Source: an optimization exercise on an open RTL-to-GDS flow (aim: small area, a short achievable clock period and few clock cycles per item). Production flows keep margins and buffers that such runs may drop. At most, simulation tests tie the RTL to the original design; equivalence was not proved. No activity file was given, so power comes from the tool's default toggle rates.

Design trivium_keystream_generator_top, start of the top module:
module trivium_keystream_generator_top #(
    parameter int MAX_BITS_PER_ITEM = 64
) (
    input  logic                               i_clk,
    input  logic                               i_rst_n,
    input  logic                               i_in_valid,
    output logic                               o_in_ready,
    input  logic                               i_opcode,
    input  logic [tksg_pkg::COUNT_W-1:0]       i_bits_wanted,
    output logic                               o_out_valid,
    input  logic                               i_out_ready,
    output logic [tksg_pkg::WORD_BITS-1:0]     o_keystream_word,
    output logic [tksg_pkg::COUNT_W-1:0]       o_bit_count,
    input  logic                               i_cfg_we,
    input  logic [tksg_pkg::CFG_IDX_W-1:0]     i_cfg_index,
    input  logic [tksg_pkg::WORD_BITS-1:0]     i_cfg_data
);
For scale: about 2900 cells after synthesis, about 150 I/O pins, ~30000 µm² of cells after synthesis.
clock: 5.0 ns
lec_check: 0
abc_clock_period_in_ps: 2200
cap_margin: 20
core_margin: 2
core_utilization: 60
setup_slack_margin: 2.7
slew_margin: 20
standard.sh (not shown) runs the stock make flow with config.mk's settings and CLKGATE_MAP_FILE= SYNTH_SCRIPT=/design/flow/synth_recipe.tcl, a recipe that flattens the netlist after the stock synthesis.
==> flow/flow/run.sh <==
#!/bin/bash
# standard layout with plain buffers on the ports (instead of the delay cells
# buffer_ports picks by default), sizing free to change cell footprints, and
# clock tree sinks clustered by 24 without dummy loads; the buffers abc
# adds are removed (timing is repaired after placement)
set -euo pipefail
bash standard.sh \
  "BUFFER_PORTS_ARGS=-buffer_cell sky130_fd_sc_hd__buf_4" \
  MATCH_CELL_FOOTPRINT=0 REMOVE_ABC_BUFFERS=1 \
  "CTS_ARGS=-sink_clustering_enable -repair_clock_nets -dont_use_dummy_load -sink_clustering_size 24 -sink_clustering_max_diameter 100" \
  finish > flow_standard.log 2>&1
Rerun with:
==> flow/flow/run.sh (replaced) <==
#!/bin/bash
# standard layout with plain buffers on the ports (instead of the delay cells
# buffer_ports picks by default), sizing free to change cell footprints, and
# clock tree sinks clustered by 20 without dummy loads
set -euo pipefail
bash standard.sh \
  "BUFFER_PORTS_ARGS=-buffer_cell sky130_fd_sc_hd__buf_4" \
  MATCH_CELL_FOOTPRINT=0 \
  "CTS_ARGS=-sink_clustering_enable -repair_clock_nets -dont_use_dummy_load -sink_clustering_size 24 -sink_clustering_max_diameter 100" \
  finish > flow_standard.log 2>&1
After rerunning: Count of clock-buffer cells in the layout is unchanged; via count is about the same; sequential power increases by about 1%; first-iteration DRC count shrinks by 12%; die area does not change.
Function was not checked in any run of this note: the RTL went through the layout flow alone.

---

Setup of run A:
trivium_keystream_generator_top, a different RTL version from the one above (not shown whole).
For scale: roughly 580 flip-flops, roughly 30000 um^2 of cells after synthesis.
Settings: LEC_CHECK=0, ABC_CLOCK_PERIOD_IN_PS=2200, CAP_MARGIN=20, CORE_MARGIN=2, CORE_UTILIZATION=70, SETUP_SLACK_MARGIN=2.8, SLEW_MARGIN=20; clock period 5.0 ns.
==> flow/flow/run.sh <==
#!/bin/bash
# standard layout with plain buffers on the ports (instead of the delay cells
# buffer_ports picks by default), sizing free to change cell footprints, and
# clock tree sinks clustered by 20 without dummy loads
set -euo pipefail
bash standard.sh \
  "BUFFER_PORTS_ARGS=-buffer_cell sky130_fd_sc_hd__buf_4" \
  MATCH_CELL_FOOTPRINT=0 \
  "CTS_ARGS=-sink_clustering_enable -repair_clock_nets -dont_use_dummy_load -sink_clustering_size 20 -sink_clustering_max_diameter 100" \
  finish > flow_standard.log 2>&1
Testbench counts of run A, summed over its fixed seeds: cycles 1,352, items 65,536.
For run B, these inputs were changed with respect to run A:
Settings: SETUP_SLACK_MARGIN changed from 2.8 to 2.7; CORE_UTILIZATION changed from 70 to 60.
Run B ended up with a higher placeable core area than run A did. Routed wire length on run B is down relative to run A. Changes observed in run B relative to run A: first-iteration DRC count lost 32%, slew at the pin closest to its max-slew limit lost 0.046 ns, global-route met3 utilization lost 3.8 points, die extent in y picked up an extra 7.9%. Higher internal portion of total power was reported by run A, not run B. Lower starting density of the core goes to run B over run A. Total combinational power, run B vs run A: down by more than 10%. Of the two values seen for endpoint of the worst setup timing path, u_dp.r_zgrp[4] was produced by run B and u_dp.r_zgrp[0] by run A. Compared with run A, run B shows a lower number of global-route vias before repair.
--- input diff run B..run C ---
Settings: SETUP_SLACK_MARGIN now 2.9, was 2.7.
==> flow/flow/run.sh <==
#!/bin/bash
# standard layout with plain buffers on the ports (instead of the delay cells
# buffer_ports picks by default) and sizing free to change cell footprints
set -euo pipefail
bash standard.sh \
  "BUFFER_PORTS_ARGS=-buffer_cell sky130_fd_sc_hd__buf_4" \
  MATCH_CELL_FOOTPRINT=0 \
  finish > flow_standard.log 2>&1
--- outcome ---
Changes observed in run C relative to run B: number of placed instances with taps included now sits at about the same level; final critical delay including setup and external delays dropped 0.11 ns. Number of antenna cells inserted ended up 1 higher on run C than on run B. Setup slack after layout: run C better than run B. Multi-input combinational cell area: run C > run B. [compare] base=run B new=run C: worst relative slew slack went up by 5.5 points, aggregate global-route resource usage went up by 0.91 points. Overall die height: run B vs run C — no meaningful difference.

==> afterwards: timing with drivers on the ports <==
How much do the figures lean on ideal ports? The routed layouts below were timed once more, with nothing changed but the port constraints. Step 1: set_driving_cell puts a clkbuf_16 on i_clk and a buf_2 on each other input, an assumption about the parent block. Step 2 times the ports against the registers' clock, not the clock port: input delays grow and output delays shrink by t, the midpoint of the rising clock arrivals with the driver on. Slacks: ideal ports / drivers / drivers and shift; pairs: ideal ports / drivers.
run | t, ns | setup slack, ns | hold slack, ns | worst data-port slew with drivers (ns)
the first run of note 1 | 0.674 | 2.638 / 2.637 / 2.125 | 0.469 / 0.469 / 0.469 | 0.04
the second run of note 1 | 0.670 | 2.681 / 2.681 / 2.163 | 0.457 / 0.457 / 0.457 | 0.05
run A | 0.642 | 2.609 / 2.609 / 2.103 | 0.448 / 0.448 / 0.448 | 0.07
run B | 0.640 | 2.625 / 2.625 / 2.097 | 0.471 / 0.471 / 0.471 | 0.05
run C | 0.696 | 2.738 / 2.673 / 2.196 | 0.460 / 0.460 / 0.460 | 0.06
After both steps setup and hold are still met in every run listed. For run C, which loses most, drivers alone change the setup slack by -0.065 ns; drivers and shift together by -0.542 ns.
